Background: an optimization exercise with open tools, aiming at a short achievable clock period and few clock cycles. Do not read the settings as production practice. The RTL was checked by simulation tests, not by an equivalence proof against the original design. No driver is modelled on the clock port, so clocking that relies on it looks cheaper here than on a real chip. Power figures rest on the tool's default switching activity, not on a simulated workload.

==> flow/design.v <==
package isa_pkg;
  localparam int XLEN = 32;
  typedef enum logic [6:0] {
    OP     = 7'b0110011,
    OP_IMM = 7'b0010011,
    LOAD   = 7'b0000011,
    STORE  = 7'b0100011,
    BRANCH = 7'b1100011,
    JAL    = 7'b1101111
  } opcode_e;
  localparam logic [2:0] F3_ADD_SUB = 3'b000;
  localparam logic [2:0] F3_SLT     = 3'b010;
  localparam logic [2:0] F3_XOR     = 3'b100;
  localparam logic [2:0] F3_OR      = 3'b110;
  localparam logic [2:0] F3_AND     = 3'b111;
  localparam logic [2:0] F3_BEQ     = 3'b000;
  localparam logic [2:0] F3_BNE     = 3'b001;
  localparam logic [6:0] F7_SUB     = 7'b0100000;
  typedef enum logic [2:0] {
    ALU_ADD,
    ALU_SUB,
    ALU_AND,
    ALU_OR,
    ALU_XOR,
    ALU_SLT
  } alu_op_e;
  typedef union packed {
    struct packed {
      logic [6:0] funct7;
      logic [4:0] rs2;
      logic [4:0] rs1;
      logic [2:0] funct3;
      logic [4:0] rd;
      opcode_e    opcode;
    } r;
    struct packed {
      logic [11:0] imm12;
      logic [4:0]  rs1;
      logic [2:0]  funct3;
      logic [4:0]  rd;
      opcode_e     opcode;
    } i;
  } instr_u;
  localparam logic [XLEN-1:0] NOP_WORD = 32'h0000_0013;  
  typedef struct packed {
    logic [XLEN-1:0] pc;
    instr_u          instr;
  } if_id_t;
  typedef struct packed {
    logic [XLEN-1:0] opr_a;
    logic [XLEN-1:0] opr_b;
    logic [XLEN-1:0] store_data;
    alu_op_e         alu_op;
    logic [4:0]               rd;
    logic                     reg_write;
    logic                     mem_read;
    logic                     mem_write;
    logic                     link;
    logic [XLEN-1:0] link_pc;
  } id_ex_t;
  typedef struct packed {
    logic [XLEN-1:0] result;
    logic [XLEN-1:0] store_data;
    logic [4:0]               rd;
    logic                     reg_write;
    logic                     mem_read;
    logic                     mem_write;
  } ex_mem_t;
  typedef struct packed {
    logic [4:0]               rd;
    logic [XLEN-1:0] data;
    logic                     reg_write;
  } mem_wb_t;
  typedef enum logic [1:0] {
    FWD_NONE = 2'd0,
    FWD_EX   = 2'd1,
    FWD_MEM  = 2'd2
  } fwd_sel_e;
  typedef struct packed {
    logic [4:0]               rd;
    logic [XLEN-1:0] data;
  } retire_t;
endpackage
module fetch_next (
  input  logic [63:0]      sk_i, stw_i, sfl_i,
  input  logic [63:0][5:0] sta_i,
  input  logic [63:0]      fidx_i,    
  input  logic             fpc1_i,
  input  logic             run_i,     
  input  logic             hold_i,    
  input  logic [63:0]      wr_i,      
  input  logic             room_i,    
  output logic             tk_o,
  output logic [63:0]      fidx_o,    
  output logic             fpc1_o,
  output logic             ok_o       
);
  logic [5:0]  ta;
  logic        fl, tw;
  logic [63:0] dec, seq1;
  always_comb begin
    tk_o = |(fidx_i & sk_i);
    fl   = |(fidx_i & sfl_i);
    tw   = |(fidx_i & stw_i);
    ta   = '0;
    for (int i = 0; i < 64; i++)
      ta = ta | (sta_i[i] & {6{fidx_i[i]}});
    dec  = 64'd1 << ta;
    seq1 = {fidx_i[62:0], fidx_i[63]};
    ok_o = run_i ? !hold_i : (room_i && |(fidx_i & wr_i) && |(seq1 & wr_i));
    if (tk_o) begin
      fidx_o = (fpc1_i && fl) ? {dec[62:0], dec[63]} : dec;
      fpc1_o = fpc1_i ^ fl;
    end else begin
      fidx_o = tw ? {seq1[62:0], seq1[63]} : seq1;
      fpc1_o = fpc1_i;
    end
  end
endmodule
module rd_oh #(
  parameter int W = 32
) (
  input  logic [63:0]        sel_i,
  input  logic [63:0][W-1:0] m_i,
  output logic [W-1:0]       q_o
);
  always_comb begin
    q_o = '0;
    for (int i = 0; i < 64; i++)
      q_o = q_o | (m_i[i] & {W{sel_i[i]}});
  end
endmodule
module rd64 (
  input  logic [63:0][31:0] m_i,
  input  logic [5:0]        a_i,
  output logic [31:0]       q_o
);
  assign q_o = m_i[a_i];
endmodule
module fetch_sel (
  input  logic        init_i, ok_i, misp_i, stall_i,
  input  logic [7:1]  alt_i,
  input  logic [63:0] fidx_i, nidx_i,
  input  logic        fpc1_i, npc1_i,
  output logic [63:0] fidx_o,
  output logic        fpc1_o
);
  always_comb begin
    if (init_i) begin
      fidx_o = 64'd1;
      fpc1_o = 1'b0;
    end else if (misp_i) begin
      fidx_o = 64'd1 << alt_i[7:2];
      fpc1_o = alt_i[1];
    end else if (!stall_i && ok_i) begin
      fidx_o = nidx_i;
      fpc1_o = npc1_i;
    end else begin
      fidx_o = fidx_i;
      fpc1_o = fpc1_i;
    end
  end
endmodule
module slot_wr (
  input  logic [31:0]       data_i,
  input  logic [5:0]        addr_i,
  input  logic [63:0]       oh_i,
  input  logic [63:0][11:0] pd_i,
  output logic [11:0]       pd_o,
  output logic [12:0]       se_prev_o, se_cur_o
);
  logic [6:0]  opc;
  logic        jal, cond, b, ld, pt, st, sc;
  logic [31:0] imm;
  logic [5:0]  t0;
  logic [11:0] pd_prev, pd_next;
  function automatic logic [12:0] slot_of(input logic [11:0] w0, input logic [11:0] w1);
    logic b0, p0, l0, st0, b1, p1, st1, s1, fold, fs, bx, tk;
    logic [11:0] tw;
    b0 = w0[11]; p0 = w0[10]; l0 = w0[9]; st0 = w0[8];
    b1 = w1[11]; p1 = w1[10]; st1 = w1[8]; s1 = w1[7];
    fold = !b0 && !p0 && !l0 && b1;
    fs   = !b0 && !p0 && !l0 && !st0 && s1;
    bx   = b0 && !p0 && !l0 && !b1 && !p1 && !st1;
    tk   = fold ? p1 : p0;
    tw   = fold ? w1 : w0;
    slot_of = {tk, fold || fs || bx, tk && tw[6], tw[5:0],
               !b0 || bx, b0 || fold, fs, bx};
  endfunction
  always_comb begin
    opc  = data_i[6:0];
    jal  = opc == 7'b1101111;
    cond = opc == 7'b1100011 && data_i[14:13] == 2'b00;
    ld   = opc == 7'b0000011 && data_i[11:7] != 5'd0 && data_i[19:15] != 5'd0;
    b    = !(opc == 7'b0100011) &&
           !((opc == 7'b0110011 || opc == 7'b0010011 || opc == 7'b0000011 || jal) &&
             data_i[11:7] != 5'd0);
    imm  = jal ? {{12{data_i[31]}}, data_i[19:12], data_i[20], data_i[30:21], 1'b0}
               : {{20{data_i[31]}}, data_i[7], data_i[30:25], data_i[11:8], 1'b0};
    pt   = jal || (cond && (data_i[31] || data_i[12]));
    st   = opc == 7'b0100011;
    sc   = st && data_i[19:15] == 5'd0;
    t0   = addr_i + imm[7:2];
    pd_o = {b, pt, b ? cond : ld, st, sc, imm[1], t0};
    pd_prev = '0;
    pd_next = '0;
    for (int i = 0; i < 64; i++) begin
      pd_prev = pd_prev | (pd_i[i] & {12{oh_i[(i + 1) % 64]}});
      pd_next = pd_next | (pd_i[i] & {12{oh_i[(i + 63) % 64]}});
    end
    se_prev_o = slot_of(pd_prev, pd_o);
    se_cur_o  = slot_of(pd_o, pd_next);
  end
endmodule
module rd_rf (
  input  logic [31:1][31:0] rf_i,
  input  logic [4:0]        a_i,
  input  logic [31:1]       we_i,
  input  logic [31:0]       wdat_i,
  output logic [31:0]       q_o
);
  always_comb begin
    if (a_i == 5'd0)
      q_o = '0;
    else if (we_i[a_i])
      q_o = wdat_i;
    else
      q_o = rf_i[a_i];
  end
endmodule
module ex_alu (
  input  logic        fa_m_i, fa_w_i, fb_m_i, fb_w_i,
  input  logic [31:0] a_i, b_i, mres_i, wdat_i,
  input  logic        add_i, sub_i, and_i, or_i, xor_i, slt_i, link_i, eld_i,
  input  logic [31:0] linkv_i, eldv_i,
  output logic [31:0] xa_o, xb_o, res_o,
  output logic [5:0]  word_o
);
  logic [31:0] sum, dif;
  logic        lt;
  lt_s32 u_lt (.a_i (xa_o), .b_i (xb_o), .lt_o (lt));
  function automatic logic [31:0] ks_add(input logic [31:0] a, input logic [31:0] b,
                                         input logic c);
    logic [31:0] p0, g, p, gn, pn;
    p0 = a ^ b;
    g  = a & b;
    p  = p0;
    g[0] = g[0] | (p0[0] & c);
    for (int l = 0; l < 5; l++) begin
      for (int i = 0; i < 32; i++) begin
        if (i >= (1 << l)) begin
          gn[i] = g[i] | (p[i] & g[i - (1 << l)]);
          pn[i] = p[i] & p[i - (1 << l)];
        end else begin
          gn[i] = g[i];
          pn[i] = p[i];
        end
      end
      g = gn;
      p = pn;
    end
    ks_add = p0 ^ {g[30:0], c};
  endfunction
  always_comb begin
    xa_o  = fa_m_i ? mres_i : fa_w_i ? wdat_i : a_i;
    xb_o  = fb_m_i ? mres_i : fb_w_i ? wdat_i : b_i;
    sum   = ks_add(xa_o, xb_o, 1'b0);
    dif   = ks_add(xa_o, ~xb_o, 1'b1);
    word_o = sum[7:2];
    res_o = ({32{add_i}}  & sum) |
            ({32{sub_i}}  & dif) |
            ({32{eld_i}}  & eldv_i) |
            ({32{and_i}}  & (xa_o & xb_o)) |
            ({32{or_i}}   & (xa_o | xb_o)) |
            ({32{xor_i}}  & (xa_o ^ xb_o)) |
            ({32{slt_i}}  & {31'd0, lt}) |
            ({32{link_i}} & linkv_i);
  end
endmodule
module lt_s32 (
  input  logic [31:0] a_i, b_i,
  output logic        lt_o
);
  assign lt_o = $signed(a_i) < $signed(b_i);
endmodule
module core_top #(
  parameter int IMEM_DEPTH = 64,
  parameter int DMEM_DEPTH = 64
) (
  input  logic                            clk_i,
  input  logic                            reset_i,
  input  logic                            start_i,
  input  logic                            imem_we_i,
  input  logic [$clog2(IMEM_DEPTH)-1:0]   imem_addr_i,
  input  logic [isa_pkg::XLEN-1:0]        imem_data_i,
  output logic                            retire_valid_o,
  output logic [4:0]                      retire_rd_o,
  output logic [isa_pkg::XLEN-1:0]        retire_data_o
);
  logic        wq_we;
  logic [5:0]  wq_addr;
  logic [63:0] wq_oh;     
  logic [31:0] wq_data;
  always_ff @(posedge clk_i) begin
    wq_we   <= imem_we_i;
    wq_addr <= imem_addr_i;
    wq_oh   <= 64'd1 << imem_addr_i;
    wq_data <= imem_data_i;
  end
  logic [31:0] imem  [IMEM_DEPTH];
  logic        pb  [IMEM_DEPTH], pp  [IMEM_DEPTH], pl [IMEM_DEPTH], pi1 [IMEM_DEPTH];
  logic        pst [IMEM_DEPTH], ps  [IMEM_DEPTH];
  logic [5:0]  pt0 [IMEM_DEPTH];
  logic        sk  [IMEM_DEPTH];    
  logic        stw [IMEM_DEPTH];    
  logic        sfl [IMEM_DEPTH];    
  logic [5:0]  sta [IMEM_DEPTH];    
  logic        sxv [IMEM_DEPTH], sbv [IMEM_DEPTH], ssv [IMEM_DEPTH], sbf [IMEM_DEPTH];
  logic [11:0] pd_new;
  logic [12:0] se_prev, se_cur;
  logic [63:0][11:0] pd_v;
  always_comb
    for (int i = 0; i < 64; i++)
      pd_v[i] = {pb[i], pp[i], pl[i], pst[i], ps[i], pi1[i], pt0[i]};
  slot_wr u_swr (
    .data_i (wq_data), .addr_i (wq_addr), .oh_i (wq_oh), .pd_i (pd_v),
    .pd_o (pd_new), .se_prev_o (se_prev), .se_cur_o (se_cur)
  );
  logic        w2_we;
  logic [63:0] w2_oh;
  logic [12:0] w2_prev, w2_cur;
  always_ff @(posedge clk_i) begin
    w2_we   <= wq_we;
    w2_oh   <= wq_oh;
    w2_prev <= se_prev;
    w2_cur  <= se_cur;
  end
  always_ff @(posedge clk_i) begin
    for (int i = 0; i < 64; i++) begin
      if (w2_we && w2_oh[i])
        {sk[i], stw[i], sfl[i], sta[i], sxv[i], sbv[i], ssv[i], sbf[i]} <= w2_cur;
      else if (w2_we && w2_oh[(i + 1) % 64])
        {sk[i], stw[i], sfl[i], sta[i], sxv[i], sbv[i], ssv[i], sbf[i]} <= w2_prev;
    end
  end
  always_ff @(posedge clk_i) begin
    for (int i = 0; i < 64; i++)
      if (wq_we && wq_oh[i]) begin
        imem[i] <= wq_data;
        {pb[i], pp[i], pl[i], pst[i], ps[i], pi1[i], pt0[i]} <= pd_new;
      end
  end
  logic        running;
  logic        stall;       
  logic        misp;        
  logic [31:0] m_alt;       
  logic [63:0] wr;          
  logic [63:0] cons;        
  logic        spec_bad, bad_now, restart, f_ok;
  logic [5:0]  q_cnt;       
  always_comb begin
    bad_now = spec_bad || (wq_we && |(wq_oh & cons)) || (w2_we && |(w2_oh & cons));
    restart = reset_i || (start_i && !running && bad_now);
  end
  always_ff @(posedge clk_i) begin
    if (reset_i)
      running <= 1'b0;
    else if (start_i)
      running <= 1'b1;
  end
  always_ff @(posedge clk_i) begin
    if (reset_i) begin
      wr       <= '0;
      cons     <= '0;
      spec_bad <= 1'b0;
    end else begin
      if (w2_we)
        wr <= wr | w2_oh;
      if (!running && f_ok && !stall)
        cons <= cons | fidx | fidx1;
      if (!running && bad_now)
        spec_bad <= 1'b1;
    end
  end
  logic [63:0][31:0] imem_v, dmem_v;
  logic [31:1][31:0] rf_v;
  logic [63:0]       sk_v, stw_v, sfl_v;
  logic [63:0][5:0]  sta_v;
  logic [63:0][3:0]  sfl4_v;
  always_comb begin
    for (int i = 0; i < 64; i++) begin
      imem_v[i] = imem[i];
      dmem_v[i] = dmem[i];
      sk_v[i]   = sk[i];
      stw_v[i]  = stw[i];
      sfl_v[i]  = sfl[i];
      sta_v[i]  = sta[i];
      sfl4_v[i] = {sxv[i], sbv[i], ssv[i], sbf[i]};
    end
    for (int i = 1; i < 32; i++)
      rf_v[i] = rf[i];
  end
  logic [63:0] fidx, fidx1;
  logic        fpc1;
  logic        f_tk, f_b0;
  logic [63:0] fidx_n;
  logic        fpc1_n;
  logic [3:0]  f_fl;        
  always_comb fidx1 = {fidx[62:0], fidx[63]};
  fetch_next u_fnext (
    .sk_i (sk_v), .stw_i (stw_v), .sfl_i (sfl_v), .sta_i (sta_v),
    .fidx_i (fidx), .fpc1_i (fpc1), .run_i (running), .hold_i (w2_we), .wr_i (wr), .room_i (q_cnt < 6'd28 && !spec_bad),
    .tk_o (f_tk), .fidx_o (fidx_n), .fpc1_o (fpc1_n), .ok_o (f_ok)
  );
  logic [31:0] f_w0, f_w1;
  rd_oh #(.W(32)) u_rdi0 (.sel_i (fidx),  .m_i (imem_v), .q_o (f_w0));
  rd_oh #(.W(32)) u_rdi1 (.sel_i (fidx1), .m_i (imem_v), .q_o (f_w1));
  rd_oh #(.W(4))  u_rdf  (.sel_i (fidx),  .m_i (sfl4_v), .q_o (f_fl));
  always_comb f_b0 = f_fl[0] || !f_fl[3];    
  logic [63:0] fidx_d;
  logic        fpc1_d;
  fetch_sel u_fsel (
    .init_i (restart), .ok_i (f_ok), .misp_i (misp), .alt_i (m_alt[7:1]),
    .stall_i (stall), .fidx_i (fidx), .fpc1_i (fpc1),
    .nidx_i (fidx_n), .npc1_i (fpc1_n),
    .fidx_o (fidx_d), .fpc1_o (fpc1_d)
  );
  always_ff @(posedge clk_i) begin
    fidx  <= fidx_d;
    fpc1  <= fpc1_d;
  end
  logic        d_valid;
  logic        d_xv, d_bv, d_sv, d_pt, d_bfirst;
  logic [31:0] d_xir, d_bir;
  always_ff @(posedge clk_i) begin
    if (restart || misp)
      d_valid <= 1'b0;
    else if (!stall)
      d_valid <= f_ok;
  end
  always_ff @(posedge clk_i) begin
    if (!stall) begin
      {d_xv, d_bv, d_sv, d_bfirst} <= f_fl;
      d_pt  <= f_tk;
      d_xir <= f_fl[0] ? f_w1 : f_w0;
      d_bir <= f_b0 ? f_w0 : f_w1;
    end
  end
  logic        e_valid;
  logic        e_wr, e_ld, e_eld, e_st, e_pt, e_bcond, e_beq, e_sst, e_bfirst;
  logic [5:0]  e_saddr;
  logic [5:0]  e_daddr;
  logic [31:0] e_ldata, d_ldata;
  logic [4:0]  e_rd;
  logic [31:0] e_a, e_b, e_sd, e_ba, e_bb, e_immt, e_len;
  logic        e_fa_m, e_fa_w, e_fb_m, e_fb_w, e_fs_m, e_fs_w;
  logic        e_b1_m, e_b1_w, e_b2_m, e_b2_w, e_b1_late, e_b2_late, e_b1_same, e_b2_same;
  logic        e_op_add, e_op_sub, e_op_and, e_op_or, e_op_xor, e_op_slt, e_op_link;
  logic        m_valid;
  logic        m_wr, m_ld, m_st, m_pt, m_bcond, m_beq, m_sst, m_bfirst;
  logic [5:0]  m_saddr;
  logic [63:0] m_aoh, m_soh;    
  logic [63:0] mw_oh;
  logic [4:0]  m_rd;
  logic [31:0] m_result, m_sd, m_ba, m_bb;
  logic        m_b1_late, m_b2_late, m_b1_same, m_b2_same;
  logic        ret_valid;
  logic [4:0]  ret_rd;
  logic [31:0] ret_data;
  logic [31:1] w_we;
  logic [31:0] w_data;
  logic [31:0] rf [1:31];
  logic        mw_en;
  logic [5:0]  mw_addr;
  logic [31:0] mw_data;
  logic [31:0] dmem [DMEM_DEPTH];
  logic [6:0]  d_opc;
  logic [4:0]  d_rd, d_rs1, d_rs2;
  logic [2:0]  d_f3;
  logic        d_is_op, d_is_opi, d_is_ld, d_is_st, d_is_jal, d_eld;
  logic        d_use1, d_use2, d_wr;
  logic [31:0] d_imm_i, d_imm_s, d_imm_j;
  logic [31:0] d_rs1v, d_rs2v;
  logic [2:0]  d_alu_f3;
  logic        d_sub;
  always_comb begin
    d_opc    = d_xir[6:0];
    d_rd     = d_xir[11:7];
    d_f3     = d_xir[14:12];
    d_rs1    = d_xir[19:15];
    d_rs2    = d_xir[24:20];
    d_is_op  = d_xv && d_opc == 7'b0110011;
    d_is_opi = d_xv && d_opc == 7'b0010011;
    d_is_ld  = d_xv && d_opc == 7'b0000011;
    d_is_st  = d_xv && d_opc == 7'b0100011;
    d_is_jal = d_xv && d_opc == 7'b1101111;
    d_eld    = d_is_ld && d_rs1 == 5'd0;   
    d_use1   = d_is_op || d_is_opi || d_is_ld || d_is_st;
    d_use2   = d_is_op || d_is_st;
    d_wr     = (d_is_op || d_is_opi || d_is_ld || d_is_jal) && d_rd != 5'd0;
    d_imm_i  = {{20{d_xir[31]}}, d_xir[31:20]};
    d_imm_s  = {{20{d_xir[31]}}, d_xir[31:25], d_xir[11:7]};
    d_imm_j  = {{12{d_xir[31]}}, d_xir[19:12], d_xir[20], d_xir[30:21], 1'b0};
    d_sub    = d_is_op && d_f3 == 3'b000 && d_xir[31:25] == 7'b0100000;
    d_alu_f3 = (d_is_op || d_is_opi) ? d_f3 : 3'b000;
  end
  logic [4:0]  d_brs1, d_brs2;
  logic        d_bjal, d_bcond;
  logic [31:0] d_bimm, d_brs1v, d_brs2v;
  always_comb begin
    d_brs1  = d_bir[19:15];
    d_brs2  = d_bir[24:20];
    d_bjal  = d_bv && d_bir[6:0] == 7'b1101111;
    d_bcond = d_bv && d_bir[6:0] == 7'b1100011 && d_bir[14:13] == 2'b00;
    d_bimm  = d_bjal ? {{12{d_bir[31]}}, d_bir[19:12], d_bir[20], d_bir[30:21], 1'b0}
                     : {{20{d_bir[31]}}, d_bir[7], d_bir[30:25], d_bir[11:8], 1'b0};
  end
  rd_rf u_rd1  (.rf_i (rf_v), .a_i (d_rs1),  .we_i (w_we), .wdat_i (w_data), .q_o (d_rs1v));
  rd_rf u_rd2  (.rf_i (rf_v), .a_i (d_rs2),  .we_i (w_we), .wdat_i (w_data), .q_o (d_rs2v));
  rd_rf u_rdb1 (.rf_i (rf_v), .a_i (d_brs1), .we_i (w_we), .wdat_i (w_data), .q_o (d_brs1v));
  rd_rf u_rdb2 (.rf_i (rf_v), .a_i (d_brs2), .we_i (w_we), .wdat_i (w_data), .q_o (d_brs2v));
  logic [31:0] d_dm;
  rd64 u_rdd (.m_i (dmem_v), .a_i (d_imm_i[7:2]), .q_o (d_dm));
  always_comb d_ldata = (mw_en && mw_addr == d_imm_i[7:2]) ? mw_data : d_dm;
  logic d_m1, d_m2, d_w1, d_w2, d_bm1, d_bm2, d_bw1, d_bw2, d_bs1, d_bs2;
  always_comb begin
    d_m1  = e_valid && e_wr && e_rd == d_rs1;
    d_m2  = e_valid && e_wr && e_rd == d_rs2;
    d_w1  = m_valid && m_wr && m_rd == d_rs1;
    d_w2  = m_valid && m_wr && m_rd == d_rs2;
    d_bm1 = e_valid && e_wr && e_rd == d_brs1;
    d_bm2 = e_valid && e_wr && e_rd == d_brs2;
    d_bw1 = m_valid && m_wr && m_rd == d_brs1;
    d_bw2 = m_valid && m_wr && m_rd == d_brs2;
    d_bs1 = !d_bfirst && d_wr && d_rd == d_brs1;
    d_bs2 = !d_bfirst && d_wr && d_rd == d_brs2;
    stall = d_valid && e_valid && e_ld &&
            ((d_use1 && d_m1) || (d_use2 && d_m2));
  end
  always_ff @(posedge clk_i) begin
    if (restart || misp || stall || !d_valid)
      e_valid <= 1'b0;
    else
      e_valid <= 1'b1;
  end
  always_ff @(posedge clk_i) begin
    e_wr    <= d_wr;
    e_ld    <= d_is_ld && !d_eld;
    e_eld   <= d_eld;
    e_daddr <= d_imm_i[7:2];
    e_ldata <= d_ldata;
    e_st    <= d_is_st;
    e_rd    <= d_rd;
    e_pt    <= d_pt;
    e_bcond <= d_bcond;
    e_beq   <= d_bir[12] == 1'b0;
    e_immt  <= d_is_jal ? d_imm_j : ((d_xv && !d_bfirst) ? d_bimm + 32'd4 : d_bimm);
    e_len   <= (d_xv && (d_bv || d_sv)) ? 32'd8 : 32'd4;
    e_sst   <= d_sv;
    e_saddr <= {d_bir[27:25], d_bir[11:9]};
    e_a     <= d_rs1v;
    e_fa_m  <= d_m1;
    e_fa_w  <= d_w1 && !d_m1;
    if (d_is_op) begin
      e_b    <= d_rs2v;
      e_fb_m <= d_m2;
      e_fb_w <= d_w2 && !d_m2;
    end else begin
      e_b    <= d_is_st ? d_imm_s : d_imm_i;
      e_fb_m <= 1'b0;
      e_fb_w <= 1'b0;
    end
    e_sd    <= d_rs2v;
    e_fs_m  <= d_m2;
    e_fs_w  <= d_w2 && !d_m2;
    e_ba    <= d_brs1v;
    e_bb    <= d_brs2v;
    e_b1_m  <= d_bm1 && !e_ld;
    e_b1_late <= d_bm1 && e_ld;
    e_b1_w  <= d_bw1 && !d_bm1;
    e_b2_m  <= d_bm2 && !e_ld;
    e_b2_late <= d_bm2 && e_ld;
    e_b2_w  <= d_bw2 && !d_bm2;
    e_b1_same <= d_bs1;
    e_b2_same <= d_bs2;
    e_bfirst  <= d_bfirst;
    e_op_link <= d_is_jal;
    e_op_sub  <= d_sub;
    e_op_slt  <= !d_is_jal && d_alu_f3 == 3'b010;
    e_op_xor  <= !d_is_jal && d_alu_f3 == 3'b100;
    e_op_or   <= !d_is_jal && d_alu_f3 == 3'b110;
    e_op_and  <= !d_is_jal && d_alu_f3 == 3'b111;
    e_op_add  <= !d_is_jal && !d_sub && !d_eld &&
                 (d_alu_f3 == 3'b000 || d_alu_f3 == 3'b001 ||
                  d_alu_f3 == 3'b011 || d_alu_f3 == 3'b101);
  end
  logic [31:0] x_a, x_b, x_sd, x_ba, x_bb;
  logic [31:0] x_res;
  logic [5:0]  x_word;    
  logic [31:0] x_eld;
  logic [31:0] epc, epc_seq, epc_tgt, epc_4;
  ex_alu u_alu (
    .fa_m_i (e_fa_m), .fa_w_i (e_fa_w), .fb_m_i (e_fb_m), .fb_w_i (e_fb_w),
    .a_i    (e_a),    .b_i    (e_b),    .mres_i (m_result), .wdat_i (w_data),
    .add_i  (e_op_add), .sub_i (e_op_sub), .and_i (e_op_and), .or_i (e_op_or),
    .xor_i  (e_op_xor), .slt_i (e_op_slt), .link_i (e_op_link), .eld_i (e_eld),
    .linkv_i (epc_4), .eldv_i (x_eld),
    .xa_o (x_a), .xb_o (x_b), .res_o (x_res), .word_o (x_word)
  );
  always_comb begin
    x_ba = e_b1_m ? m_result : e_b1_w ? w_data : e_ba;
    x_bb = e_b2_m ? m_result : e_b2_w ? w_data : e_bb;
  end
  always_comb begin
    x_sd = e_fs_m ? m_result : e_fs_w ? w_data : e_sd;
    epc_4   = epc + 32'd4;
    epc_seq = epc + e_len;
    epc_tgt = epc + e_immt;
    x_eld = (mw_en && mw_addr == e_daddr) ? mw_data : e_ldata;
  end
  always_comb begin
  end
  always_ff @(posedge clk_i) begin
    if (restart)
      epc <= '0;
    else if (misp)
      epc <= m_alt;
    else if (e_valid)
      epc <= e_pt ? epc_tgt : epc_seq;
  end
  always_ff @(posedge clk_i) begin
    if (restart || !e_valid || misp)
      m_valid <= 1'b0;
    else
      m_valid <= 1'b1;
  end
  always_ff @(posedge clk_i) begin
    m_wr      <= e_wr;
    m_ld      <= e_ld;
    m_st      <= e_st;
    m_sst     <= e_sst;
    m_bfirst  <= e_bfirst;
    m_saddr   <= e_saddr;
    m_aoh     <= 64'd1 << x_word;
    m_soh     <= 64'd1 << e_saddr;
    m_rd      <= e_rd;
    m_result  <= x_res;
    m_sd      <= x_sd;
    m_pt      <= e_pt;
    m_bcond   <= e_bcond;
    m_beq     <= e_beq;
    m_ba      <= x_ba;
    m_bb      <= x_bb;
    m_b1_late <= e_b1_late;
    m_b2_late <= e_b2_late;
    m_b1_same <= e_b1_same;
    m_b2_same <= e_b2_same;
    m_alt     <= e_pt ? epc_seq : epc_tgt;
  end
  logic [31:0] m_load, y_ba, y_bb;
  rd_oh #(.W(32)) u_rdm (.sel_i (m_aoh), .m_i (dmem_v), .q_o (m_load));
  logic        y_eq, y_taken;
  always_ff @(posedge clk_i) begin
    for (int i = 0; i < 64; i++)
      if (mw_en && mw_oh[i])
        dmem[i] <= mw_data;
  end
  always_comb begin
    y_ba    = m_b1_same ? m_result : m_b1_late ? w_data : m_ba;
    y_bb    = m_b2_same ? m_result : m_b2_late ? w_data : m_bb;
    y_eq    = y_ba == y_bb;
    y_taken = m_beq ? y_eq : !y_eq;
    misp    = m_valid && m_bcond && (y_taken != m_pt);
    mw_en   = m_valid && (m_st || m_sst);
    mw_addr = m_sst ? m_saddr : m_result[7:2];
    mw_oh   = m_sst ? m_soh : m_aoh;
    mw_data = m_sst ? y_bb : m_sd;
  end
  logic        m_ret;
  logic [31:0] m_data;
  always_comb begin
    m_ret  = m_valid && m_wr;
    m_data = m_ld ? m_load : m_result;
  end
  logic [36:0] q_mem [32];
  logic [4:0]  q_wp, q_rp;
  logic        q_push, q_pop;
  logic port_on;
  always_comb begin
    port_on = running || start_i;
    q_pop   = port_on && q_cnt != 6'd0;
    q_push  = m_ret && !(port_on && q_cnt == 6'd0);
  end
  always_ff @(posedge clk_i) begin
    if (restart) begin
      q_wp  <= '0;
      q_rp  <= '0;
      q_cnt <= '0;
    end else begin
      if (q_push)
        q_wp <= q_wp + 5'd1;
      if (q_pop)
        q_rp <= q_rp + 5'd1;
      q_cnt <= q_cnt + {5'd0, q_push} - {5'd0, q_pop};
    end
    if (q_push)
      q_mem[q_wp] <= {m_rd, m_data};
  end
  always_ff @(posedge clk_i) begin
    if (restart || !port_on)
      ret_valid <= 1'b0;
    else
      ret_valid <= q_cnt != 6'd0 || m_ret;
    if (q_cnt != 6'd0)
      {ret_rd, ret_data} <= q_mem[q_rp];
    else
      {ret_rd, ret_data} <= {m_rd, m_data};
  end
  always_ff @(posedge clk_i) begin
    for (int i = 1; i < 32; i++)
      w_we[i] <= !restart && m_ret && m_rd == 5'(i);
    if (m_valid && m_wr)
      w_data <= m_data;
  end
  always_ff @(posedge clk_i) begin
    for (int i = 1; i < 32; i++)
      if (w_we[i])
        rf[i] <= w_data;
  end
  assign retire_valid_o = ret_valid;
  assign retire_rd_o    = ret_rd;
  assign retire_data_o  = ret_data;
endmodule
==> flow/flow/run.sh <==
#!/bin/bash
set -euo pipefail
bash standard.sh SETUP_SLACK_MARGIN=6.5 POST_CTS_TCL="$PWD/flow/post_cts.tcl" finish > standard_flow.log 2>&1
==> flow/flow/post_cts.tcl <==
# One more setup repair pass after CTS, with fresh placement parasitics: the
# pass inside cts.tcl leaves paths that a second look can still improve.
estimate_parasitics -placement
repair_timing_helper
set result [catch { detailed_placement } msg]
if { $result != 0 } {
  error "Detailed placement failed after the extra repair pass: $msg"
}
check_placement -verbose
estimate_parasitics -placement
report_worst_slack -max
==> flow/standard.sh <==
#!/bin/bash
# synth_recipe.tcl (not shown) runs the flow's synth.tcl, then flattens the netlist and writes it again
# the make line also repeats each setting of config.mk as NAME=value (left out here)
make -C /OpenROAD-flow-scripts/flow DESIGN_CONFIG=/design/flow/config.mk WORK_HOME=/design/flow/orfs CLKGATE_MAP_FILE= SYNTH_SCRIPT=/design/flow/synth_recipe.tcl "${@:-finish}"
==> flow/config.mk <==
export PLATFORM = sky130hd
export DESIGN_NAME = core_top
export DESIGN_NICKNAME = core_top
export VERILOG_FILES = /design/flow/design.v
export SDC_FILE = /design/flow/constraint.sdc
export NUM_CORES = 4
export LEC_CHECK = 0
export CAP_MARGIN = 20
export CORE_MARGIN = 2
export CORE_UTILIZATION = 35
export PLACE_DENSITY = 0.45
export SETUP_SLACK_MARGIN = 5
export SLEW_MARGIN = 20
export SYNTH_HIERARCHICAL = 1
==> flow/constraint.sdc <==
create_clock -name core_clock -period 10.0 [get_ports {clk_i}]
set_input_delay 2.0000 -clock core_clock [delete_from_list [all_inputs] [get_ports {clk_i}]]
set_output_delay 2.0000 -clock core_clock [all_outputs]
set_load 0.01 [all_outputs]
==> results.toml, run 1 <==
[synthesis]
synth_top_area_frac = 0.580
synth.area.top_cells = "edfxtp_1 58%, mux4_2 8.1%, dfxtp_1 5.3%"
yosysMostFrequentCell = "edfxtp_1"
synth_cell_types = 130
synth_area_per_cell_um2 = 15.6
synthArstFlopShare = 0
ys.flop_type = "edfxtp_1"
synth-seq-cells = 9058
synthCells = 26500
synth_edf_count = 7973
seq_area_frac_synth = 0.633
mappedNetlistArea_mm2 = 0.413
ys_top_cells_by_count = "7973 x edfxtp_1, 2221 x a221oi_1, 2085 x a22o_1"
yosys_warnings = 32
yosysTopAreaCell = "edfxtp_1"

[clock_network]
clock_latency_ns = 1.32
cts_tree = "yes"
clk_pin_slew_ns = 0.06
cts.sinks = 9058

[power]
power.density_mw_per_mm2 = 337
p_leak_nw = 161
vdd_ir_drop_max_mv = 0.543

[setup_path]
slowest_stage = "nor4_4"
max_stage_delay_ns = 0.59
cp-start-kind = "register"
path_max_fanout = 6
end_kind = "register"
crit_type = "register to register"
cp.arrival_ns = 5.14
path_common_cell = "buf_12"
critical_path.cell_chain = "buf_12, buf_4, mux2i_2, o21ai_2, xnor2_2, nand4_1, nor4_4, buf_4, nand4b_1, buf_6, nand2_8, buf_12, buf_6, and3b_4, buf_12, buf_16, nand2_2, a31oi_1"
cp.required_ns = 11.18

[place]
placed_area_mm2 = 0.434
dp_hpwl_um = 1280000
port_buffers = 79
place_congestion = 0.944

[detailed_routing]
drt-initial-drc-count = 58300
drcViolationCount = 0
first_pass_iters = 9
drt-total-wl_um = 2230000
postRouteAntennaNets = 0
viasPerCell = 7.07
vias = 313000
avgRoutedWirePerCell_um = 50.4

[finish]
post-route-cell-area_mm2 = 0.491
drive_above_1_share = 0.282
area_growth_pct = 18.9
nets = 27800

[flow_run]
cap_violations = 0

[grt]
grt_pass1_wl_um = 2860000
grt_pass1_vias = 292000
grt_overflow = 0
grt_antenna_before_repair = 233
grt_max_degree = 98
grt_use_total = 0.360

[timing]
final_max_slew_viol_count = 0
worst_slew_pin_slew_ns = 1.29
maxSlewHeadroom = 0.138
hold_viol_final = 0
rsz0062_at_grt = "yes"
clock.fmax_ghz = 0.253
tns_ns = 0
finalCriticalPeriod_ns = 3.96
finalCritPeriodShare = 0.396
finalSetupViolCount = 0
skew_ns = 0.183

[floorplan]
io_pins = 80
dieArea_mm2 = 1.19
die_x_um = 1090
core_mm2 = 1.17
start_util = 0.351
die_y_um = 1090
num_rows = 398

[status]
status = "no timing/DRC/antenna violations"

[worst_hold_path]
hold_path.class = "register to register"
[path summary, 6_finish.rpt]
path	startpoint	to	slack [ns]	depth (start not counted)
setup / recovery	m_b2_late$_DFF_P_	fidx[31]$_DFF_P_	6.04	18
hold reg to reg	e_sst$_DFF_P_	m_sst$_DFF_P_	0.33	0
hold / removal	e_sst$_DFF_P_	m_sst$_DFF_P_	0.33	0
setup reg to reg	m_b2_late$_DFF_P_	fidx[31]$_DFF_P_	6.04	18
[per-stage QoR]
stage	setup WS [ns]	total power, mW	hold WS [ns]	instances	utilization
finish	6.04	165	0.329	44200	0.418
floorplan	6.20	81.7	0.310	26500	-
global route	6.06	167	0.337	44100	0.417
global placement	3.79	112	0.314	41100	0.369
detailed placement	3.82	112	0.317	41200	0.370
[area by class of cell]
class                      instances  area [µm²]
clock buffer                    1457       30600
sequential                      9058      262000
clock inverter                   480        4310
timing repair buffer            2113       25200
antenna                          227         568
timing repair inverter             8         103
fill                          106000      684000
inverter                         298        1230
tap                            15600       19500
multi-input combinational      15000      147000
[placed cells by master, fill, tap and decap left out, types with 98 or more instances in the layout]
cell type and count:
inv_1 239, a31oi_1 226, nand4_1 604, nand2b_1 162
a22oi_1 435, a21oi_1 460, nand2_1 1083, buf_12 258
buf_4 1222, buf_6 305, a221oi_2 98, nor2_1 530
clkbuf_16 1186, buf_16 117, mux4_2 1491, o22ai_1 129
edfxtp_1 7973, clkbuf_1 246, xnor2_1 157, clkinv_1 201
nor2_4 125, dfxtp_1 727, clkinv_2 163, mux2i_1 1299
a211oi_2 128, o21ai_0 393, nand3_1 157, mux2_2 1068
ha_1 139, dfxtp_4 176, diode_2 227, a211o_1 103
a22o_1 2080, dfxtp_2 182, a221oi_1 2117
[flip-flops by register name, summed over array words and instances (netlist names), 384 cells and up, named ones only]
name and flops:
pt0 384, q_mem 1184, imem 2048, dmem 2048, rf 992, sta 384
[worst max-delay path, delay by kind of cell (launching register included)]
family / cells / cell delay (ns)
buf+inv: 8 / 1.21
flops: 1 / 0.42
xor+xnor: 1 / 0.25
simple gates: 6 / 1.37
mux: 1 / 0.22
compound gates: 2 / 0.36
[power by group]
part           total (mW)  leakage [nW]  switching [mW]  internal, mW
clock                40.2          17.1            16.7          23.5
sequential           48.7          80.8            3.53          45.1
combinational        76.4          63.4            49.3          27.2
[logic make-up (layout without fill, tap and decap cells)]
family / Yosys count / in the layout / share of synthesized area
xor+xnor: 260 / 260 / 0.00568
buf+inv: 2510 / 4356 / 0.0297
simple gates: 3456 / 3465 / 0.0418
compound gates: 7009 / 7009 / 0.138
mux: 4023 / 4026 / 0.146
flops: 9058 / 9058 / 0.633
fa+ha+maj: 196 / 196 / 0.00605
other cells: 0 / 227 / 0
[modules after synthesis, one instance, submodules excluded, excerpt]
module	flops+latches	area (µm²)	cells	times used
ex_alu	0	6700	986	1
slot_wr	0	8110	1047	1
fetch_sel	0	1780	328	1
rd_rf	0	9590	971	4
core_top	9058	300000	14000	1
rd64	0	16500	1091	1
fetch_next	0	6030	831	1
lt_s32	0	777	110	1
[routing by layer]
layer  GRT usage  up-vias  share of wire
li1            -   114000              -
met1       0.465   164000           0.37
met2       0.519    27300           0.42
met3       0.116     7045           0.13
met4       0.236      120          0.080
met5     0.00132        -        0.00043
Testbench counts, summed over its fixed seeds: cycles 17,624.
==> run 2, diff against run 1 <==
--- a/flow/design.v
+++ b/flow/design.v
@@ -353,7 +353,10 @@
   logic        running;
   logic        stall;       
   logic        misp;        
+  logic        misp_m;      
+  logic        m_live;      
   logic [31:0] m_alt;       
+  logic [31:0] m_alt_q;
   logic [63:0] wr;          
   logic [63:0] cons;        
   logic        spec_bad, bad_now, restart, f_ok;
@@ -420,7 +423,7 @@
   logic [63:0] fidx_d;
   logic        fpc1_d;
   fetch_sel u_fsel (
-    .init_i (restart), .ok_i (f_ok), .misp_i (misp), .alt_i (m_alt[7:1]),
+    .init_i (restart), .ok_i (f_ok), .misp_i (misp), .alt_i (m_alt_q[7:1]),
     .stall_i (stall), .fidx_i (fidx), .fpc1_i (fpc1),
     .nidx_i (fidx_n), .npc1_i (fpc1_n),
     .fidx_o (fidx_d), .fpc1_o (fpc1_d)
@@ -624,7 +627,7 @@
     if (restart)
       epc <= '0;
     else if (misp)
-      epc <= m_alt;
+      epc <= m_alt_q;
     else if (e_valid)
       epc <= e_pt ? epc_tgt : epc_seq;
   end
@@ -665,13 +668,18 @@
       if (mw_en && mw_oh[i])
         dmem[i] <= mw_data;
   end
+  always_ff @(posedge clk_i) begin
+    misp    <= !restart && misp_m;
+    m_alt_q <= m_alt;
+  end
   always_comb begin
     y_ba    = m_b1_same ? m_result : m_b1_late ? w_data : m_ba;
     y_bb    = m_b2_same ? m_result : m_b2_late ? w_data : m_bb;
     y_eq    = y_ba == y_bb;
     y_taken = m_beq ? y_eq : !y_eq;
-    misp    = m_valid && m_bcond && (y_taken != m_pt);
-    mw_en   = m_valid && (m_st || m_sst);
+    m_live  = m_valid && !misp;
+    misp_m  = m_live && m_bcond && (y_taken != m_pt);
+    mw_en   = m_live && (m_st || m_sst);
     mw_addr = m_sst ? m_saddr : m_result[7:2];
     mw_oh   = m_sst ? m_soh : m_aoh;
     mw_data = m_sst ? y_bb : m_sd;
@@ -679,17 +687,20 @@
   logic        m_ret;
   logic [31:0] m_data;
   always_comb begin
-    m_ret  = m_valid && m_wr;
+    m_ret  = m_live && m_wr;
     m_data = m_ld ? m_load : m_result;
   end
   logic [36:0] q_mem [32];
   logic [4:0]  q_wp, q_rp;
   logic        q_push, q_pop;
   logic port_on;
+  logic [5:0] q_cnt_on, q_cnt_off;
   always_comb begin
     port_on = running || start_i;
     q_pop   = port_on && q_cnt != 6'd0;
     q_push  = m_ret && !(port_on && q_cnt == 6'd0);
+    q_cnt_on  = q_cnt - {5'd0, q_cnt != 6'd0} + {5'd0, m_ret && q_cnt != 6'd0};
+    q_cnt_off = q_cnt + {5'd0, m_ret};
   end
   always_ff @(posedge clk_i) begin
     if (restart) begin
@@ -701,9 +712,9 @@
         q_wp <= q_wp + 5'd1;
       if (q_pop)
         q_rp <= q_rp + 5'd1;
-      q_cnt <= q_cnt + {5'd0, q_push} - {5'd0, q_pop};
+      q_cnt <= port_on ? q_cnt_on : q_cnt_off;
     end
-    if (q_push)
+    if (m_ret)
       q_mem[q_wp] <= {m_rd, m_data};
   end
   always_ff @(posedge clk_i) begin
@@ -719,7 +730,7 @@
   always_ff @(posedge clk_i) begin
     for (int i = 1; i < 32; i++)
       w_we[i] <= !restart && m_ret && m_rd == 5'(i);
-    if (m_valid && m_wr)
+    if (m_live && m_wr)
       w_data <= m_data;
   end
   always_ff @(posedge clk_i) begin
==> run 2 against run 1 <==
  * Setup slack improved by 0.11 ns
  * Via count is 0.99% lower
  * Combinational power decreased by 6.8%
  * Core utilization fell by 0.24 points
  * Final area shrank 0.25%
  * Clock skew down 0.084 ns
  * Power is 3.1% lower
  * Wire length down 2.5%
  * Critical path type unchanged
==> results.toml, run 2 <==
[setup_path]
cp.arrival_ns = 4.85
r2r_end = "d_bir[10]$_DFFE_PN_"
cp-start-kind = "register"
max_stage_delay_ns = 0.92
crit_type = "register to register"
r2r_start = "fidx[19]$_DFF_P_"
slowest_stage = "or4_4"
path_max_fanout = 8
cp_num_buf_inv = 3
r2r_cells = 9
worstSetupStartpoint = "fidx[19]$_DFF_P_"
regToRegSetupSlack_ns = 6.15
end_kind = "register"
cp.required_ns = 11.00
cp_top_family = "simple AND/OR/NAND/NOR gates"
critical_path.cell_chain = "a22o_4, a221oi_4, buf_6, nand4_1, or4_4, nor2b_4, buf_12, buf_16, mux2_4"

[floorplan]
die_x_um = 1090
start_util = 0.351
die_y_um = 1090
core_mm2 = 1.18
dieArea_mm2 = 1.19
io_pins = 80
num_rows = 399

[flow_run]
cap_violations = 0

[synthesis]
yosysTopAreaCell = "edfxtp_1"
synth_area_per_cell_um2 = 15.6
ys.flop_type = "edfxtp_1"
synth_edf_count = 7973
synth-seq-cells = 9091
yosysMostFrequentCell = "edfxtp_1"
synth_cell_types = 126
synth.area.top_cells = "edfxtp_1 58%, mux4_2 8.1%, dfxtp_1 5.4%"
synth_top_area_frac = 0.579
yosys_warnings = 32
ys_top_cells_by_count = "7973 x edfxtp_1, 2221 x a221oi_1, 2082 x a22o_1"
synthCells = 26600
seq_area_frac_synth = 0.633
synthArstFlopShare = 0
mappedNetlistArea_mm2 = 0.413

[grt]
grt_overflow = 0
grt_antenna_before_repair = 167
grt_pass1_wl_um = 2800000
grt_pass1_vias = 290000
grt_use_total = 0.348
grt_max_degree = 93

[clock_network]
cts_tree = "yes"
clock_latency_ns = 1.31
clk_pin_slew_ns = 0.06
cts.sinks = 9091

[power]
power_frac_seq = 0.305
p_comb_frac = 0.444
vdd_ir_drop_max_mv = 0.428
clock_power_share = 0.251
p_leak_nw = 161
internal_power_mw = 95.4
switching_power_mw = 64.8
switching_share = 0.404
power.density_mw_per_mm2 = 327

[place]
dp_hpwl_um = 1210000
place_congestion = 0.940
port_buffers = 79

[finish]
area_growth_pct = 18.4
fill_cells = 106000
top_regs = "dmem: 2048 flops, imem: 2048 flops, q_mem: 1184 flops"
nets = 27800
final_cell_mix = "7973 x edfxtp_1, 2114 x a221oi_1, 2069 x a22o_1"
drive_above_1_share = 0.274
layout_commonest_cell = "edfxtp_1"

[timing]
tns_ns = 0
clock.fmax_ghz = 0.260
hold_ws_ns = 0.296
final_max_slew_viol_count = 0
rsz0062_at_grt = "yes"
finalSetupViolCount = 0
finalCritPeriodShare = 0.385
hold_viol_final = 0
worst_slew_pin_slew_ns = 1.30
finalCriticalPeriod_ns = 3.85
skew_ns = 0.0992
maxSlewHeadroom = 0.133

[worst_hold_path]
hold_path.class = "register to register"
hold_end = "m_st$_DFF_P_"
hp-start = "e_st$_DFF_P_"
hold_path_depth = 0

[detailed_routing]
drt-initial-drc-count = 54800
avgRoutedWirePerCell_um = 49.1
postRouteAntennaNets = 0
drt-total-wl_um = 2170000
first_pass_iters = 10
vias = 309000
viasPerCell = 7.00
drcViolationCount = 0

[status]
status = "no timing/DRC/antenna violations"
run 2: cells by family (layout without fill, tap and decap cells):
family | after synthesis | count (layout) | synth area share
compound gates | 7005 | 7005 | 0.137
xor+xnor | 265 | 265 | 0.00578
fa+ha+maj | 199 | 199 | 0.00613
buf+inv | 2520 | 4339 | 0.0297
flops | 9091 | 9091 | 0.633
mux | 4019 | 4019 | 0.146
other cells | 0 | 149 | 0
simple gates | 3466 | 3474 | 0.0418
run 2: per-module statistics from Yosys (local to each module, per instance), excerpt:
module	times used	cells inside	flops+latches
lt_s32	1	110	0
fetch_sel	1	328	0
rd64	1	1091	0
core_top	1	14000	9091
fetch_next	1	831	0
slot_wr	1	1047	0
run 2: final cells by class:
cell class	count	area [µm²]	area share
timing repair buffer	2088	24700	0.0505
multi-input combinational	15000	146000	0.298
tap	15600	19600	0.0400
inverter	299	1230	0.00252
clock inverter	473	4250	0.00869
clock buffer	1477	30900	0.0631
timing repair inverter	2	17.5	0.0000358
sequential	9091	263000	0.537
antenna	149	373	0.000762
run 2: through the flow:
stage,worst slack (ns),cells,total power [mW],util,area [µm²]
3_5_place_dp,4.08,41200,108,0.368,434000
5_1_grt,6.11,44100,162,0.415,489000
6_report,6.15,44200,160,0.415,489000
2_1_floorplan,6.48,26600,82.0,-,414000
3_3_place_gp,4.13,41200,108,0.368,434000
run 2: worst max-delay path by stage:
stage	endpoint	cells after the start
after floorplan	fidx[13]$_DFF_P_	7
after global placement	e_a[11]$_DFF_P_	11
after detailed placement	e_a[11]$_DFF_P_	11
after global routing	m_result[30]$_DFF_P_	16
final	d_bir[10]$_DFFE_PN_	9
run 2: worst reg2reg max path: stages, from the launching register on:
cell and delay [ns]:
dfxtp_4 0.39, a22o_4 0.27, a221oi_4 0.22, buf_6 0.20, nand4_1 0.66, or4_4 0.93
nor2b_4 0.20, buf_12 0.17, buf_16 0.20, mux2_4 0.35
run 2: metal layers:
metal | share of wire | up-vias | global-route usage
li1 | - | 114000 | -
met1 | 0.37 | 163000 | 0.450
met2 | 0.42 | 26000 | 0.507
met4 | 0.082 | 102 | 0.224
met3 | 0.12 | 6879 | 0.106
met5 | 0.00035 | - | 0.000356
run 2: power groups by stage:
stage | Clock [mW] | Sequential (mW) | Combinational, mW
global route | 41.8 | 48.6 | 71.7
global placement | 0 | 49.8 | 58.5
finish | 40.3 | 48.8 | 71.2
detailed placement | 0 | 49.8 | 58.6
floorplan | 0 | 46.9 | 35.1
Testbench counts of run 2, summed over its fixed seeds: cycles 17,741.
==> run 3, diff against run 2 <==
--- a/flow/design.v
+++ b/flow/design.v
@@ -283,6 +283,14 @@
 );
   assign lt_o = $signed(a_i) < $signed(b_i);
 endmodule
+module pc_sums (
+  input  logic [31:0] pc_i, len_i, off_i,
+  output logic [31:0] pc4_o, seq_o, tgt_o
+);
+  assign pc4_o = pc_i + 32'd4;
+  assign seq_o = pc_i + len_i;
+  assign tgt_o = pc_i + off_i;
+endmodule
 module core_top #(
   parameter int IMEM_DEPTH = 64,
   parameter int DMEM_DEPTH = 64
@@ -360,7 +368,7 @@
   logic [63:0] wr;          
   logic [63:0] cons;        
   logic        spec_bad, bad_now, restart, f_ok;
-  logic [5:0]  q_cnt;       
+  logic [6:0]  q_cnt;       
   always_comb begin
     bad_now = spec_bad || (wq_we && |(wq_oh & cons)) || (w2_we && |(w2_oh & cons));
     restart = reset_i || (start_i && !running && bad_now);
@@ -412,7 +420,7 @@
   always_comb fidx1 = {fidx[62:0], fidx[63]};
   fetch_next u_fnext (
     .sk_i (sk_v), .stw_i (stw_v), .sfl_i (sfl_v), .sta_i (sta_v),
-    .fidx_i (fidx), .fpc1_i (fpc1), .run_i (running), .hold_i (w2_we), .wr_i (wr), .room_i (q_cnt < 6'd28 && !spec_bad),
+    .fidx_i (fidx), .fpc1_i (fpc1), .run_i (running), .hold_i (w2_we), .wr_i (wr), .room_i (q_cnt < 7'd60 && !spec_bad),
     .tk_o (f_tk), .fidx_o (fidx_n), .fpc1_o (fpc1_n), .ok_o (f_ok)
   );
   logic [31:0] f_w0, f_w1;
@@ -614,11 +622,10 @@
     x_ba = e_b1_m ? m_result : e_b1_w ? w_data : e_ba;
     x_bb = e_b2_m ? m_result : e_b2_w ? w_data : e_bb;
   end
+  pc_sums u_pcs (.pc_i (epc), .len_i (e_len), .off_i (e_immt),
+                 .pc4_o (epc_4), .seq_o (epc_seq), .tgt_o (epc_tgt));
   always_comb begin
     x_sd = e_fs_m ? m_result : e_fs_w ? w_data : e_sd;
-    epc_4   = epc + 32'd4;
-    epc_seq = epc + e_len;
-    epc_tgt = epc + e_immt;
     x_eld = (mw_en && mw_addr == e_daddr) ? mw_data : e_ldata;
   end
   always_comb begin
@@ -690,17 +697,17 @@
     m_ret  = m_live && m_wr;
     m_data = m_ld ? m_load : m_result;
   end
-  logic [36:0] q_mem [32];
-  logic [4:0]  q_wp, q_rp;
+  logic [36:0] q_mem [64];
+  logic [5:0]  q_wp, q_rp;
   logic        q_push, q_pop;
   logic port_on;
-  logic [5:0] q_cnt_on, q_cnt_off;
+  logic [6:0] q_cnt_on, q_cnt_off;
   always_comb begin
     port_on = running || start_i;
-    q_pop   = port_on && q_cnt != 6'd0;
-    q_push  = m_ret && !(port_on && q_cnt == 6'd0);
-    q_cnt_on  = q_cnt - {5'd0, q_cnt != 6'd0} + {5'd0, m_ret && q_cnt != 6'd0};
-    q_cnt_off = q_cnt + {5'd0, m_ret};
+    q_pop   = port_on && q_cnt != 7'd0;
+    q_push  = m_ret && !(port_on && q_cnt == 7'd0);
+    q_cnt_on  = q_cnt - {6'd0, q_cnt != 7'd0} + {6'd0, m_ret && q_cnt != 7'd0};
+    q_cnt_off = q_cnt + {6'd0, m_ret};
   end
   always_ff @(posedge clk_i) begin
     if (restart) begin
@@ -709,9 +716,9 @@
       q_cnt <= '0;
     end else begin
       if (q_push)
-        q_wp <= q_wp + 5'd1;
+        q_wp <= q_wp + 6'd1;
       if (q_pop)
-        q_rp <= q_rp + 5'd1;
+        q_rp <= q_rp + 6'd1;
       q_cnt <= port_on ? q_cnt_on : q_cnt_off;
     end
     if (m_ret)
@@ -721,8 +728,8 @@
     if (restart || !port_on)
       ret_valid <= 1'b0;
     else
-      ret_valid <= q_cnt != 6'd0 || m_ret;
-    if (q_cnt != 6'd0)
+      ret_valid <= q_cnt != 7'd0 || m_ret;
+    if (q_cnt != 7'd0)
       {ret_rd, ret_data} <= q_mem[q_rp];
     else
       {ret_rd, ret_data} <= {m_rd, m_data};
==> run 3 against run 2 <==
  * Via count up 7.4%
  * Combinational power is 8.8% higher
  * Final area up 11%
  * Sequential share of layout area up 1.5 points
  * Setup slack got worse by 0.12 ns
  * First-iteration DRC count increased by 11%
  * Maximum frequency fell by 3.1%
  * Sequential power increased by 14%
  * Power increased by 11%
  * Register-to-register slack worse by 0.12 ns
  * Largest cell class unchanged
==> results.toml, run 3 <==
[status]
status = "no timing/DRC/antenna violations"

[finish]
layout_commonest_cell = "edfxtp_1"
nets = 29700
seq_area_mm2 = 0.298
top_regs = "q_mem: 2368 flops, dmem: 2048 flops, imem: 2048 flops"
area_growth_pct = 17.7
regMostFlops = "q_mem"
multi_input_area_mm2 = 0.156
fill_cells = 118000
post-route-cell-area_mm2 = 0.541
drive_above_1_share = 0.275
final_cell_mix = "9157 x edfxtp_1, 2120 x a221oi_1, 2077 x a22o_1"
final_core_util = 0.412
largest_reg_flops = 2368

[synthesis]
yosys_warnings = 32
yosysMostFrequentCell = "edfxtp_1"
synth_edf_count = 9157
synth_cell_types = 136
synth.area.top_cells = "edfxtp_1 60%, mux4_2 9.1%, dfxtp_1 4.9%"
synthArstFlopShare = 0
synth_area_per_cell_um2 = 16.2
mappedNetlistArea_mm2 = 0.460
ys_top_cells_by_count = "9157 x edfxtp_1, 2207 x a221oi_1, 2082 x a22o_1"
synth_top_area_frac = 0.598
seq_area_frac_synth = 0.647
ys.flop_type = "edfxtp_1"
yosysTopAreaCell = "edfxtp_1"
synthCells = 28400
synth-seq-cells = 10300

[setup_path]
regToRegSetupSlack_ns = 6.02
r2r_end = "d_bir[15]$_DFFE_PN_"
cp-start-kind = "register"
cp.required_ns = 11.03
r2r_cells = 8
cp.arrival_ns = 5.00
end_kind = "register"
path_max_fanout = 8
crit_type = "register to register"
r2r_start = "fidx[56]$_DFF_P_"

[detailed_routing]
avgRoutedWirePerCell_um = 49.1
drt-initial-drc-count = 60700
postRouteAntennaNets = 0
first_pass_iters = 8
viasPerCell = 6.94
drt-total-wl_um = 2350000
drcViolationCount = 0
vias = 332000

[grt]
grt_pass1_vias = 312000
grt_overflow = 0
grt_antenna_before_repair = 228
grt_max_degree = 104
grt_pass1_wl_um = 3040000
grt_use_total = 0.342

[timing]
finalSetupViolCount = 0
hold_viol_final = 0
rsz0062_at_grt = "yes"
maxSlewHeadroom = 0.128
final_max_slew_viol_count = 0
tns_ns = 0
worst_slew_pin_slew_ns = 1.31
clock.fmax_ghz = 0.251
finalCritPeriodShare = 0.398
skew_ns = 0.162
finalCriticalPeriod_ns = 3.98

[worst_hold_path]
hold_path_depth = 0
hold_end = "m_alt_q[11]$_DFF_P_"
hp-start = "m_alt[11]$_DFF_P_"
hold_path.class = "register to register"

[floorplan]
core_mm2 = 1.31
dieArea_mm2 = 1.32
num_rows = 421
io_pins = 80
die_x_um = 1150
die_y_um = 1150
start_util = 0.351

[place]
place_congestion = 0.916
port_buffers = 79
placed_area_mm2 = 0.483
dp_hpwl_um = 1340000

[power]
vdd_ir_drop_max_mv = 0.522
p_leak_nw = 176
power.density_mw_per_mm2 = 328

[flow_run]
cap_violations = 0

[clock_network]
cts.sinks = 10300
clk_pin_slew_ns = 0.07
cts_tree = "yes"
clock_latency_ns = 1.36
run 3: changes by cell type after synthesis, sizes merged, moves of 32 or more:
cell	before	now
a211oi	181	253
o21ai	503	429
o22ai	154	190
buf	822	857
mux2	1131	1199
nand2	1194	1132
edfxtp	7973	9157
mux4	1491	1861
clkbuf	1396	1443
nor2	665	723
nor2b	73	105
a21oi	480	523
run 3: critical path, cell delays in order, from the launching register on:
cell and delay, ns:
dfxtp_4 0.46, buf_4 0.25, a221oi_4 0.33, nand4_1 0.64, or4_4 0.88, nor2b_4 0.17, buf_12 0.18, buf_16 0.25
mux2_4 0.38
run 3: cell type report:
type / instances / share of cell area
flip-flops and latches: 10300 / 0.552
multi-input cells: 15600 / 0.289
clock buffers: 1670 / 0.0635
inverters: 295 / 0.00217
clock inverters: 500 / 0.00815
well taps: 17300 / 0.0401
repair buffers: 2022 / 0.0445
diodes: 199 / 0.000921
run 3: metal layers:
metal	GRT usage	wire, µm	vias to the layer above
li1	-	-	122000
met1	0.457	900000	177000
met2	0.497	996000	27000
met3	0.104	299000	6235
met4	0.186	157000	74
met5	0	492	-
run 3: cell families after synthesis:
| logic type | Yosys count | share of synthesized area |
|---|---|---|
| AND/OR/NAND/NOR | 3503 | 0.0383 |
| flip-flops | 10300 | 0.647 |
| other | 1 | 0.00000816 |
| AO/OA/AOI/OAI | 7100 | 0.125 |
| buffers and inverters | 2598 | 0.0274 |
| adder cells (fa/ha/maj) | 228 | 0.00630 |
| multiplexers | 4444 | 0.151 |
| XOR/XNOR | 270 | 0.00529 |
run 3: stage by stage:
stage               power (mW)  setup slack (ns)  cells  hold WS (ns)
global route               180              6.04  47800         0.303
floorplan                 90.5              6.40  28500         0.310
finish                     178              6.02  47900         0.310
detailed placement         122              4.05  44800         0.312
global placement           122              3.83  44800         0.311
run 3: where the power goes:
group | internal [mW] | switching (mW)
combinational | 27.9 | 49.6
sequential | 51.6 | 3.92
clock | 25.9 | 18.7
total | 105 | 72.2
run 3: modules after synthesis (local to each module, per instance), excerpt:
module      flops+latches  cells inside  times used
rd64                    0          1091           1
ex_alu                  0           986           1
slot_wr                 0          1047           1
fetch_sel               0           328           1
core_top            10300         15300           1
fetch_next              0           831           1
pc_sums                 0           569           1
rd_rf                   0           971           4
lt_s32                  0           110           1
run 3: how the worst max path moves through the flow:
stage	slack [ns]	depth (start not counted)	from	endpoint
finish	6.02	8	fidx[56]$_DFF_P_	d_bir[15]$_DFFE_PN_
global route	6.04	1	ret_data[17]$_DFF_P_	retire_data_o[17]
detailed placement	4.05	11	d_xir[15]$_DFFE_PN_	e_a[30]$_DFF_P_
global placement	3.83	6	misp$_DFF_P_	q_mem[54][18]$_DFFE_PP_
floorplan	6.40	10	wq_data[3]$_DFF_P_	w2_prev[9]$_DFF_P_
Testbench counts of run 3, summed over its fixed seeds: cycles 17,497.

==> separate check: timing with driven ports <==
The results above use ideal ports. As a check the final layouts listed here were re-extracted and re-timed, cells and wires unchanged. Step 1 (the two cells are an assumption about what drives the block):
set clk [get_ports {clk_i}]
set_driving_cell -lib_cell sky130_fd_sc_hd__clkbuf_16 $clk
set_driving_cell -lib_cell sky130_fd_sc_hd__buf_2 [delete_from_list [all_inputs] $clk]
Step 2 also shifts input and output timing later by t, the mid clock arrival at the registers, as if the neighbouring blocks saw the same clock. Slacks: ideal / step 1 / step 2; pairs: ideal / step 1.
run	t, ns	slack for setup (ns)	hold slack, ns
run 1	1.403	6.042 / 5.940 / 5.045	0.329 / 0.329 / 0.329
run 2	1.438	6.148 / 6.039 / 5.565	0.296 / 0.296 / 0.296
run 3	1.482	6.024 / 5.876 / 5.318	0.310 / 0.310 / 0.310
After both steps setup and hold are still met in every run listed. For run 1, which loses most, drivers alone change the setup slack by -0.102 ns; drivers and shift together by -0.997 ns.
